This is an optimization exercise on Yosys and OpenROAD, whose aim is small area and a short achievable clock period, not a production implementation.
Only simulation tests tie the RTL to the original design; equivalence was not proved.
No activity file was given, so power comes from the tool's default toggle rates. The clock port is modelled as an ideal driver; clocking choices that lean on that would not hold on a real chip.

job 101:
## mem_responder
module mem_responder #(
  parameter int DEPTH   = 64,
  parameter int LATENCY = 2
) (
  input  logic        clk,
  input  logic        reset,
  input  logic        req_valid,
  output logic        req_ready,
  input  logic        req_we,
  input  logic [31:0] req_addr,
  input  logic [31:0] req_wdata,
  output logic        resp_valid,
  input  logic        resp_ready,
  output logic [31:0] resp_rdata,
  output logic        resp_err
);
  localparam int AW = $clog2(DEPTH);
  logic          busy_q, wait_q, resp_q, wr_q;
  logic          we_q, err_q;
  logic [DEPTH-1:0] sel_q;
  logic [31:0]   wdata_q, rdata_q;
  logic [31:0]   mem [DEPTH];
  logic          idle, err_in;
  logic [DEPTH-1:0] sel_in, sel;
  logic [31:0]   rd;
  logic          rd_ok;
  assign idle       = !busy_q;
  assign req_ready  = !busy_q & reset;
  assign resp_valid = resp_q;
  assign resp_rdata = rdata_q;
  assign resp_err   = err_q;
  assign rd_ok  = !(we_q | err_q);   
  assign err_in = (req_addr[1:0] != 2'b00) || (req_addr[31:AW+2] != '0);
  always_comb begin
    for (int i = 0; i < DEPTH; i++) sel_in[i] = (req_addr[AW+1:2] == AW'(i));
  end
  always_ff @(posedge clk or negedge reset) begin
    if (!reset) begin
      busy_q <= 1'b0;
      wait_q <= 1'b0;
      resp_q <= 1'b0;
      wr_q   <= 1'b0;
    end else begin
      busy_q <= busy_q ? !(resp_q & resp_ready) : req_valid;
      wait_q <= !busy_q & req_valid;
      resp_q <= wait_q | (resp_q & !resp_ready);
      wr_q   <= !busy_q & req_valid & req_we & !err_in;
    end
  end
  always_ff @(posedge clk) begin
    if (idle) err_q <= err_in;
  end
  always_ff @(posedge clk) begin
    we_q    <= req_we;
    sel_q   <= sel_in;
    wdata_q <= req_wdata;
  end
  assign sel = sel_q;
  for (genvar b = 0; b < 32; b++) begin : g_bit
    logic [DEPTH-1:0] col;
    logic [7:0]       p;
    logic [3:0]       q;
    for (genvar i = 0; i < DEPTH; i++) begin : g_col
      assign col[i] = mem[i][b];
    end
    for (genvar k = 0; k < 8; k++) begin : g_g
      mem_responder_or8 u_grp (.d(col[8*k+:8]), .s(sel[8*k+:8]), .y(p[k]));
    end
    for (genvar k = 0; k < 4; k++) begin : g_n
  ...
Size in the first run: roughly 3800 cells after synthesis, ~2200 flip-flops, roughly 76000 sq um of cells after synthesis.
==> flow/config.mk <==
export PLATFORM = sky130hd
export DESIGN_NAME = mem_responder
export DESIGN_NICKNAME = mem_responder
export VERILOG_FILES = /design/flow/design.v
export SDC_FILE = /design/flow/constraint.sdc
export NUM_CORES = 4
export LEC_CHECK = 0
export CAP_MARGIN = 20
export CORE_MARGIN = 2
export CORE_UTILIZATION = 60
export CTS_CLUSTER_DIAMETER = 80
export CTS_CLUSTER_SIZE = 24
export PLACE_DENSITY = 0.7
export SETUP_SLACK_MARGIN = 2.75
export SLEW_MARGIN = 20
export SYNTH_HIERARCHICAL = 1
==> flow/constraint.sdc <==
create_clock -name core_clock -period 5.0 [get_ports {clk}]
set_input_delay 1.0000 -clock core_clock [delete_from_list [all_inputs] [get_ports {clk}]]
set_output_delay 1.0000 -clock core_clock [all_outputs]
set_load 0.01 [all_outputs]
standard.sh (not shown) runs the stock make flow with config.mk's settings and CLKGATE_MAP_FILE= SYNTH_SCRIPT=/design/flow/synth_recipe.tcl, a recipe that flattens the netlist after the stock synthesis.
==> flow/flow/run.sh <==
#!/bin/bash
# The standard layout (standard.sh, unchanged synthesis and steps) with a
# few resizer/placement settings changed:
#  - the port buffers are plain buf_2 cells instead of the delay cells that
#    buffer_ports picks by default;
#  - gate sizing may change a cell's footprint (MATCH_CELL_FOOTPRINT=0);
#  - after the placement-stage repair_design, flow/place_hook.tcl moves each
#    output port's buffer next to the cell driving it, and puts the flip-flop
#    reset pins behind their own buffer; detailed placement then legalizes.
# make's output goes to flow_make.log; each ORFS step keeps its own log under
# orfs/logs.
set -euo pipefail
here=$(pwd)
export BUFFER_PORTS_ARGS="-buffer_cell sky130_fd_sc_hd__buf_2"
export POST_RESIZE_TCL="$here/flow/place_hook.tcl"
if ! bash standard.sh MATCH_CELL_FOOTPRINT=0 finish > flow_make.log 2>&1; then
  tail -50 flow_make.log
  exit 1
fi
tail -20 flow_make.log
Other scripts of this flow, unchanged in this note and not shown: flow/flow/place_hook.tcl
Input changes introduced in job 102 (baseline for comparison: job 101):
==> flow/flow/run.sh <==
#!/bin/bash
# The standard layout (standard.sh, unchanged synthesis and steps) with a
# few resizer/placement/CTS settings changed:
#  - the port buffers are plain buf_2 cells instead of the delay cells that
#    buffer_ports picks by default;
#  - gate sizing may change a cell's footprint (MATCH_CELL_FOOTPRINT=0);
#  - after the placement-stage repair_design, flow/place_hook.tcl moves each
#    output port's buffer next to the cell driving it, and puts the flip-flop
#    reset pins behind their own buffer; detailed placement then legalizes;
#  - clock tree synthesis (30-sink clusters, as config.mk says) adds no dummy
#    load cells (-dont_use_dummy_load).
# make's output goes to flow_make.log; each ORFS step keeps its own log under
# orfs/logs.
set -euo pipefail
here=$(pwd)
export BUFFER_PORTS_ARGS="-buffer_cell sky130_fd_sc_hd__buf_2"
export POST_RESIZE_TCL="$here/flow/place_hook.tcl"
export CTS_ARGS="-sink_clustering_enable -repair_clock_nets -sink_clustering_size 30 -sink_clustering_max_diameter 80 -dont_use_dummy_load"
if ! bash standard.sh MATCH_CELL_FOOTPRINT=0 finish > flow_make.log 2>&1; then
  tail -50 flow_make.log
  exit 1
fi
tail -20 flow_make.log
--- a/flow/config.mk
+++ b/flow/config.mk
@@ -10,7 +10,7 @@
 export CORE_UTILIZATION = 60
 export CTS_CLUSTER_DIAMETER = 80
-export CTS_CLUSTER_SIZE = 24
+export CTS_CLUSTER_SIZE = 30
 export PLACE_DENSITY = 0.7
-export SETUP_SLACK_MARGIN = 2.75
+export SETUP_SLACK_MARGIN = 2.85
 export SLEW_MARGIN = 20
 export SYNTH_HIERARCHICAL = 1
[summary]
- Every run (job 102 and job 101) finished clean.
- Row power: job 102 lower / job 101 higher
- Depth of the critical timing path with buffers and inverters included: job 102 vs job 101, no meaningful difference
- Final cell count without fillers ended up 104 lower on job 102 than on job 101.
- Antenna diode count: lower on job 102
- Compared job 102 vs job 101, and power density over the cells is down in job 102.
Relative to job 102, the following input files were edited for job 103:
==> flow/flow/run.sh <==
#!/bin/bash
# The standard layout (standard.sh, unchanged synthesis and steps) with a
# few resizer/placement/CTS settings changed:
#  - the port buffers are plain buf_1 cells instead of the delay cells that
#    buffer_ports picks by default;
#  - gate sizing may change a cell's footprint (MATCH_CELL_FOOTPRINT=0);
#  - after the placement-stage repair_design, flow/place_hook.tcl moves each
#    output port's buffer next to the cell driving it, and puts the flip-flop
#    reset pins behind their own buffer; detailed placement then legalizes;
#  - clock tree synthesis (24-sink clusters, as config.mk says) adds no dummy
#    load cells (-dont_use_dummy_load).
# make's output goes to flow_make.log; each ORFS step keeps its own log under
# orfs/logs.
set -euo pipefail
here=$(pwd)
export BUFFER_PORTS_ARGS="-buffer_cell sky130_fd_sc_hd__buf_1"
export POST_RESIZE_TCL="$here/flow/place_hook.tcl"
export CTS_ARGS="-sink_clustering_enable -repair_clock_nets -sink_clustering_size 24 -sink_clustering_max_diameter 80 -dont_use_dummy_load"
if ! bash standard.sh MATCH_CELL_FOOTPRINT=0 finish > flow_make.log 2>&1; then
  tail -50 flow_make.log
  exit 1
fi
tail -20 flow_make.log
--- a/flow/config.mk
+++ b/flow/config.mk
@@ -10,5 +10,5 @@
 export CORE_UTILIZATION = 60
 export CTS_CLUSTER_DIAMETER = 80
-export CTS_CLUSTER_SIZE = 30
+export CTS_CLUSTER_SIZE = 24
 export PLACE_DENSITY = 0.7
 export SETUP_SLACK_MARGIN = 2.85
Results
Re x dimension of the die: no difference whatsoever between job 102 and job 103.
[job 103 vs job 102] routed wire length: higher in job 103
STATUS total power: job 103 loses against job 102
Going from job 102 to job 103, the met3 layer usage reported by global route was found to have gone up by 2.6 points.

========
JK:
mem_responder again, from the RTL that the note above started with.
Settings: LEC_CHECK=0, CAP_MARGIN=20, CORE_MARGIN=2, CORE_UTILIZATION=60, CTS_CLUSTER_DIAMETER=80, CTS_CLUSTER_SIZE=24, PLACE_DENSITY=0.7, SETUP_SLACK_MARGIN=2.75, SLEW_MARGIN=20, SYNTH_HIERARCHICAL=1; clock period 5.0 ns.
==> flow/flow/run.sh <==
#!/bin/bash
# The standard layout (standard.sh, unchanged synthesis and steps) with a
# few resizer/placement/CTS settings changed:
#  - the port buffers are plain buf_2 cells instead of the delay cells that
#    buffer_ports picks by default;
#  - gate sizing may change a cell's footprint (MATCH_CELL_FOOTPRINT=0);
#  - after the placement-stage repair_design, flow/place_hook.tcl moves each
#    output port's buffer next to the cell driving it, and puts the flip-flop
#    reset pins behind their own buffer; detailed placement then legalizes;
#  - clock tree synthesis (24-sink clusters, as config.mk says) adds no dummy
#    load cells (-dont_use_dummy_load).
# make's output goes to flow_make.log; each ORFS step keeps its own log under
# orfs/logs.
set -euo pipefail
here=$(pwd)
export BUFFER_PORTS_ARGS="-buffer_cell sky130_fd_sc_hd__buf_2"
export POST_RESIZE_TCL="$here/flow/place_hook.tcl"
export CTS_ARGS="-sink_clustering_enable -repair_clock_nets -sink_clustering_size 24 -sink_clustering_max_diameter 80 -dont_use_dummy_load"
if ! bash standard.sh MATCH_CELL_FOOTPRINT=0 finish > flow_make.log 2>&1; then
  tail -50 flow_make.log
  exit 1
fi
tail -20 flow_make.log
Other scripts of this flow, unchanged in this note and not shown: flow/flow/place_hook.tcl
--- input diff JK..MS ---
- changing PLACE_DENSITY from 0.7 to 0.65
- changing SETUP_SLACK_MARGIN from 2.75 to 2.85
- changing CTS_CLUSTER_SIZE from 24 to 30
- changing CORE_UTILIZATION from 60 to 55
diff --git a/flow/flow/run.sh b/flow/flow/run.sh
--- a/flow/flow/run.sh
+++ b/flow/flow/run.sh
@@ -8,5 +8,5 @@
 #    output port's buffer next to the cell driving it, and puts the flip-flop
 #    reset pins behind their own buffer; detailed placement then legalizes;
-#  - clock tree synthesis (24-sink clusters, as config.mk says) adds no dummy
+#  - clock tree synthesis (30-sink clusters, as config.mk says) adds no dummy
 #    load cells (-dont_use_dummy_load).
 # make's output goes to flow_make.log; each ORFS step keeps its own log under
@@ -16,5 +16,5 @@
 export BUFFER_PORTS_ARGS="-buffer_cell sky130_fd_sc_hd__buf_2"
 export POST_RESIZE_TCL="$here/flow/place_hook.tcl"
-export CTS_ARGS="-sink_clustering_enable -repair_clock_nets -sink_clustering_size 24 -sink_clustering_max_diameter 80 -dont_use_dummy_load"
+export CTS_ARGS="-sink_clustering_enable -repair_clock_nets -sink_clustering_size 30 -sink_clustering_max_diameter 80 -dont_use_dummy_load"
 if ! bash standard.sh MATCH_CELL_FOOTPRINT=0 finish > flow_make.log 2>&1; then
   tail -50 flow_make.log
Findings:
JK ran to completion and came out clean on the timing, design-rule and antenna checks. MS ran to completion and came out clean on the timing, design-rule and antenna checks. Final cell count without fillers: MS > JK. As far as number of H-tree levels goes, JK and MS are indistinguishable; the numbers are identical. Part of the cycle the worst path needs in MS is 1.4 points higher than in JK. Against JK, the final cell area of MS is higher. Summary of MS over JK: routed wire length down 1.1%, minimum clock period after layout has increased. Re buffer and inverter count on the worst path: no difference whatsoever between MS and JK. Compared MS vs JK, and layout-stage area growth over the synthesis result is up in MS. The run showing the greater clock-buffer cell count is JK.
For AL, these inputs were changed with respect to MS:
- CORE_UTILIZATION: 55 -> 60
- CTS_CLUSTER_SIZE: 30 -> 26
- PLACE_DENSITY: 0.65 -> 0.7
diff --git a/flow/flow/run.sh b/flow/flow/run.sh
--- a/flow/flow/run.sh
+++ b/flow/flow/run.sh
@@ -8,5 +8,5 @@
 #    output port's buffer next to the cell driving it, and puts the flip-flop
 #    reset pins behind their own buffer; detailed placement then legalizes;
-#  - clock tree synthesis (30-sink clusters, as config.mk says) adds no dummy
+#  - clock tree synthesis (26-sink clusters, as config.mk says) adds no dummy
 #    load cells (-dont_use_dummy_load).
 # make's output goes to flow_make.log; each ORFS step keeps its own log under
@@ -16,5 +16,5 @@
 export BUFFER_PORTS_ARGS="-buffer_cell sky130_fd_sc_hd__buf_2"
 export POST_RESIZE_TCL="$here/flow/place_hook.tcl"
-export CTS_ARGS="-sink_clustering_enable -repair_clock_nets -sink_clustering_size 30 -sink_clustering_max_diameter 80 -dont_use_dummy_load"
+export CTS_ARGS="-sink_clustering_enable -repair_clock_nets -sink_clustering_size 26 -sink_clustering_max_diameter 80 -dont_use_dummy_load"
 if ! bash standard.sh MATCH_CELL_FOOTPRINT=0 finish > flow_make.log 2>&1; then
   tail -50 flow_make.log
No stage failed in AL, and the final checks on the layout all came back clean.
Aggregate global-route resource usage (higher): AL
Summary of AL over MS: static leakage saw a decrease; proportion of cell area occupied by multi-input gates saw little to no change; total of fill cells in the finished design saw a decrease; sequential power saw little to no change; maximum frequency saw an increase.
AL ended with more relative slew slack than MS.
The run showing the greater net total in the final layout is MS.
Status: storage element area parity (AL, MS)
Comparing AL and MS, the lower proportion of cell area occupied by registers is on MS.
Sort AL and MS by final estimated routing congestion in global placement, descending, and AL comes first.

## static timing again, ports no longer ideal
No port has a modelled driver above. Below, the same layouts with a new extraction and two added sets of constraints.
Step 1 assumes that a clkbuf_16 drives the clock port and a buf_2 every other input.
Step 2 adds t to the input delays and takes it off the output delays; t is the mean of the earliest and latest rising clock arrival at the registers after step 1. Input paths then give back, and output paths get back, about the clock's delay inside the block.
Three values: ideal ports, drivers, drivers and shift; two values: the first two.
run	t (ns)	slack for setup (ns)	worst setup path at the end	cell pins on the clock port's net
job 101	0.801	2.637 / 2.556 / 2.470	input to register	1
job 102	0.775	2.671 / 2.593 / 2.613	input to register	1
job 103	0.780	2.601 / 2.521 / 2.393	input to register	1
JK	0.789	2.646 / 2.564 / 2.573	input to register	1
MS	0.814	2.577 / 2.495 / 2.564	input to register	1
AL	0.781	2.671 / 2.592 / 2.567	input to register	1
After both steps setup and hold are still met in every run listed. The setup slack of job 103, which loses most, moves by -0.080 ns with the drivers and by -0.208 ns with both steps.
